Source: an optimization exercise on an open RTL-to-GDS flow (aim: small area and a short achievable clock period). Production flows keep margins and buffers that such runs may drop.
Function was checked by simulation only, so behaviour that the tests miss may differ from the original.
Power is estimated from default activity; no workload was simulated.

Design fir_filter, start of the top module:
module fir_filter
(
	input  logic        clk,
	input  logic        arst_n,  
	input  logic [15:0] x,       
	output logic [15:0] y        
);
	logic        sr;   
	logic [15:0] vr;   
	logic [17:0] r3r;  
	logic [18:0] r5r;  
	logic [14:0] zs0;
	logic [3:0] zc0;
	logic [14:0] zs1;
	logic [3:0] zc1;
	logic [14:0] zs2;
	logic [3:0] zc2;
	logic [14:0] zs3;
	logic [3:0] zc3;
	logic [14:0] zs4;
	logic [3:0] zc4;
	logic [14:0] zs5;
	logic [3:0] zc5;
	logic [14:0] zs6;
	logic [3:0] zc6;
	logic [14:0] zs7;
	logic [3:0] zc7;
	logic [14:0] zs8;
	logic [3:0] zc8;
	logic [14:0] zs9;
	logic [3:0] zc9;
	logic [14:0] zs10;
	logic [3:0] zc10;
	logic [14:0] zs11;
	logic [3:0] zc11;
	logic [14:0] zs12;
	logic [3:0] zc12;
	logic [14:0] zs13;
	logic [3:0] zc13;
	logic [14:0] zs14;
	logic [3:0] zc14;
	logic s411, c412;
	fir_ha u413 (.a(r3r[1]), .b(sr), .s(s411), .co(c412));
	logic i414;
	assign i414 = ~sr;
	logic s415, c416;
	fir_fa u417 (.a(vr[0]), .b(r3r[4]), .ci(i414), .s(s415), .co(c416));
	logic i418;
	assign i418 = ~r3r[0];
	logic s419, c420;
	fir_fa u421 (.a(vr[1]), .b(r3r[5]), .ci(i418), .s(s419), .co(c420));
	logic i422;
	assign i422 = ~r3r[1];
	logic s423, c424;
	fir_fa u425 (.a(vr[2]), .b(r3r[6]), .ci(i422), .s(s423), .co(c424));
	logic i426;
	assign i426 = ~r3r[2];
	logic s427, c428;
	fir_fa u429 (.a(vr[3]), .b(r3r[7]), .ci(i426), .s(s427), .co(c428));
	logic i430;
	assign i430 = ~r3r[3];
	logic s431, c432;
	fir_fa u433 (.a(vr[4]), .b(r3r[8]), .ci(i430), .s(s431), .co(c432));
	logic i434;
	assign i434 = ~r3r[4];
	logic s435, c436;
	fir_fa u437 (.a(vr[5]), .b(r3r[9]), .ci(i434), .s(s435), .co(c436));
	logic i438;
	assign i438 = ~r3r[5];
	logic s439, c440;
	fir_fa u441 (.a(vr[6]), .b(r3r[10]), .ci(i438), .s(s439), .co(c440));
	logic i442;
	assign i442 = ~r3r[6];
	logic s443, c444;
	fir_fa u445 (.a(vr[7]), .b(r3r[11]), .ci(i442), .s(s443), .co(c444));
	logic i446;
	assign i446 = ~r3r[7];
	logic s447, c448;
	fir_fa u449 (.a(vr[8]), .b(r3r[12]), .ci(i446), .s(s447), .co(c448));
	logic i450;
	assign i450 = ~r3r[8];
	logic s451, c452;
	fir_fa u453 (.a(vr[9]), .b(r3r[13]), .ci(i450), .s(s451), .co(c452));
	logic i454;
	assign i454 = ~r3r[9];
	logic s455, c456;
	fir_fa u457 (.a(vr[10]), .b(r3r[14]), .ci(i454), .s(s455), .co(c456));
	logic i458;
	assign i458 = ~r3r[10];
  ...
Settings: LEC_CHECK=0, CAP_MARGIN=20, CORE_MARGIN=2, CORE_UTILIZATION=40, CTS_CLUSTER_DIAMETER=100, CTS_CLUSTER_SIZE=20, PLACE_DENSITY=0.6, SLEW_MARGIN=20, SYNTH_HIERARCHICAL=1, SYNTH_MINIMUM_KEEP_SIZE=0; clock period 12.0 ns.
standard.sh (not shown) runs the stock make flow with config.mk's settings and CLKGATE_MAP_FILE= SYNTH_SCRIPT=/design/flow/synth_recipe.tcl, a recipe that flattens the netlist after the stock synthesis.
==> flow/flow/run.sh <==
#!/bin/bash
# Layout flow: the standard flow (standard.sh), with faster port buffers.
# The flow's port buffering picks a slow delay-cell buffer for every port; here
# buffer_ports is told to use a plain buffer instead. Everything else is standard.
set -e
cp standard.sh standard_sh_copy.log
export BUFFER_PORTS_ARGS="-buffer_cell sky130_fd_sc_hd__buf_2"
bash standard.sh > standard_run.log 2>&1
The first run finished with timing, DRC and antenna clean.
==> next run, changes <==
Settings changed: CTS_BUF_LIST set to sky130_fd_sc_hd__clkbuf_8 sky130_fd_sc_hd__clkbuf_16.
- The new run went through all stages and came out clean
- setup slack stays flat
- design area stays the same
- combinational power barely changes
- register-to-register slack hardly moves
- core utilization stays the same
- flip-flop and latch count stays the same
- wire length stays flat
- hold slack hardly moves
- non-clock buffer count stays the same
- sequential power is about the same
- via count stays flat
==> next run, changes <==
Settings changed: CTS_BUF_LIST sky130_fd_sc_hd__clkbuf_8 sky130_fd_sc_hd__clkbuf_16 to not set, CTS_CLUSTER_DIAMETER 100 to 80, CTS_CLUSTER_SIZE 20 to 24.
Effect: The changed run ran to the end with no violations. Count of clock-buffer cells in the layout increases by 4. Cell area increases by about 0.7%. Register-to-register slack is about the same. Routed wire length decreases by about 0.3%.
==> next run, changes <==
Settings changed: CORE_UTILIZATION 40 to 60, CTS_CLUSTER_DIAMETER 80 to 100, CTS_CLUSTER_SIZE 24 to 26, PLACE_DENSITY 0.6 to 0.75.
Utilization is higher by 20 points.
Combinational power barely changes.
Power decreases by about 2.4%.
Via count went up by about 1.5%.
Non-clock buffer count does not change.
==> next run, changes <==
Settings changed: CORE_UTILIZATION 60 to 45, CTS_CLUSTER_SIZE 26 to 22, PLACE_DENSITY 0.75 to 0.65.
After rerunning: Final cell count is higher by 7.6%. Wire length is higher by 4.5%. Flip-flop and latch count is unchanged. Fmax is higher by 1.8%.
==> next run, changes <==
Settings changed: CORE_UTILIZATION 45 to 40, CTS_CLUSTER_DIAMETER 100 to not set, CTS_CLUSTER_SIZE 22 to not set, PLACE_DENSITY 0.65 to 0.6.
After rerunning: The new run produced a clean layout. Combinational power stays flat. Non-clock buffer count climbs by 1. Count of clock-buffer cells in the layout is higher by 35. Via count climbs by about 0.5%. Routed wire length grows by 1.6%. Final cell count goes up by about 5.4%. Utilization goes down by 3.8 points.

========
run Y:
fir_filter again, from the RTL that the note above started with.
export LEC_CHECK = 0
export CAP_MARGIN = 20
export CORE_MARGIN = 2
export CORE_UTILIZATION = 40
export CTS_CLUSTER_DIAMETER = 90
export CTS_CLUSTER_SIZE = 24
export PLACE_DENSITY = 0.6
export SLEW_MARGIN = 20
export SYNTH_HIERARCHICAL = 1
export SYNTH_MINIMUM_KEEP_SIZE = 0
create_clock -name core_clock -period 12.0 [get_ports {clk}]
Scripts as last shown in full above: flow/flow/run.sh
Run Y closes out successfully: all stages finished, all timing, DRC and antenna checks passed.
## Diff of input files: run E against run Y
# run Y
export LEC_CHECK = 0
export CAP_MARGIN = 20
export CORE_MARGIN = 2
export CORE_UTILIZATION = 40
export CTS_CLUSTER_DIAMETER = 90
export CTS_CLUSTER_SIZE = 24
export PLACE_DENSITY = 0.6
export SLEW_MARGIN = 20
export SYNTH_HIERARCHICAL = 1
export SYNTH_MINIMUM_KEEP_SIZE = 0
create_clock -name core_clock -period 12.0 [get_ports {clk}]
# run E
export LEC_CHECK = 0
export CAP_MARGIN = 20
export CORE_MARGIN = 2
export CORE_UTILIZATION = 40
export CTS_CLUSTER_DIAMETER = 110
export CTS_CLUSTER_SIZE = 24
export PLACE_DENSITY = 0.6
export SLEW_MARGIN = 20
export SYNTH_HIERARCHICAL = 1
export SYNTH_MINIMUM_KEEP_SIZE = 0
create_clock -name core_clock -period 12.0 [get_ports {clk}]
Findings:
Run E vs run Y — slew of the pin with the lowest slew margin dropped 24 ps.
Run Y and run E ended up with nearly the same final cell count.
Worst setup path endpoint: zs8[2] -> run E, zs5[9] -> run Y
Comparing run E against run Y, there is no change at all in flip-flop and latch count after synthesis.
Diff run E..run Y | global-route usage | negligible
Run E against run Y: clock network fraction of design power lower; overall power after layout went down; mean cell area of the mapped netlist has remained practically unchanged.
On final standard cell area without fillers, run Y and run E are basically level.

## afterwards: timing with drivers on the ports
No port has a modelled driver above. Below, the same layouts with a new extraction and two added sets of constraints.
Step 1 sets driving cells, clkbuf_16 on the clock port and buf_2 on the other inputs (assumed; they add their load-dependent delay and slew).
Step 2 moves the port delays by t, midway between the first and last clock arrival at a register: inputs arrive t later, outputs are due t later. That takes back most of the time a late clock gives input paths.
a / b / c = no drivers / after step 1 / after step 2; a / b = the first two.
run | t (ns) | setup slack, ns | worst setup path at the end | slew at the worst register clock pin (ns) | cell pins on the clock port's net
the first run of note 1 | 0.603 | 7.996 / 7.996 / 7.566 | input to register | 0.09 / 0.09 | 1
the second run of note 1 | 0.603 | 7.998 / 7.998 / 7.563 | input to register | 0.09 / 0.09 | 1
the third run of note 1 | 0.614 | 7.996 / 7.996 / 7.563 | input to register | 0.10 / 0.10 | 1
the fourth run of note 1 | 0.581 | 7.837 / 7.838 / 7.258 | input, reset recovery | 0.11 / 0.11 | 1
the fifth run of note 1 | 0.595 | 7.909 / 7.909 / 7.475 | input to register | 0.10 / 0.10 | 1
the sixth run of note 1 | 0.605 | 7.991 / 7.991 / 7.571 | input to register | 0.06 / 0.06 | 1
run Y | 0.591 | 8.003 / 8.003 / 7.561 | input to register | 0.11 / 0.11 | 1
run E | 0.603 | 7.976 / 7.976 / 7.560 | input to register | 0.11 / 0.11 | 1
After both steps every run listed still meets setup and hold. The setup slack of the fourth run of note 1, which loses most, moves by +0.001 ns with the drivers and by -0.579 ns with both steps. The worst setup slack also covers recovery checks on asynchronous resets.
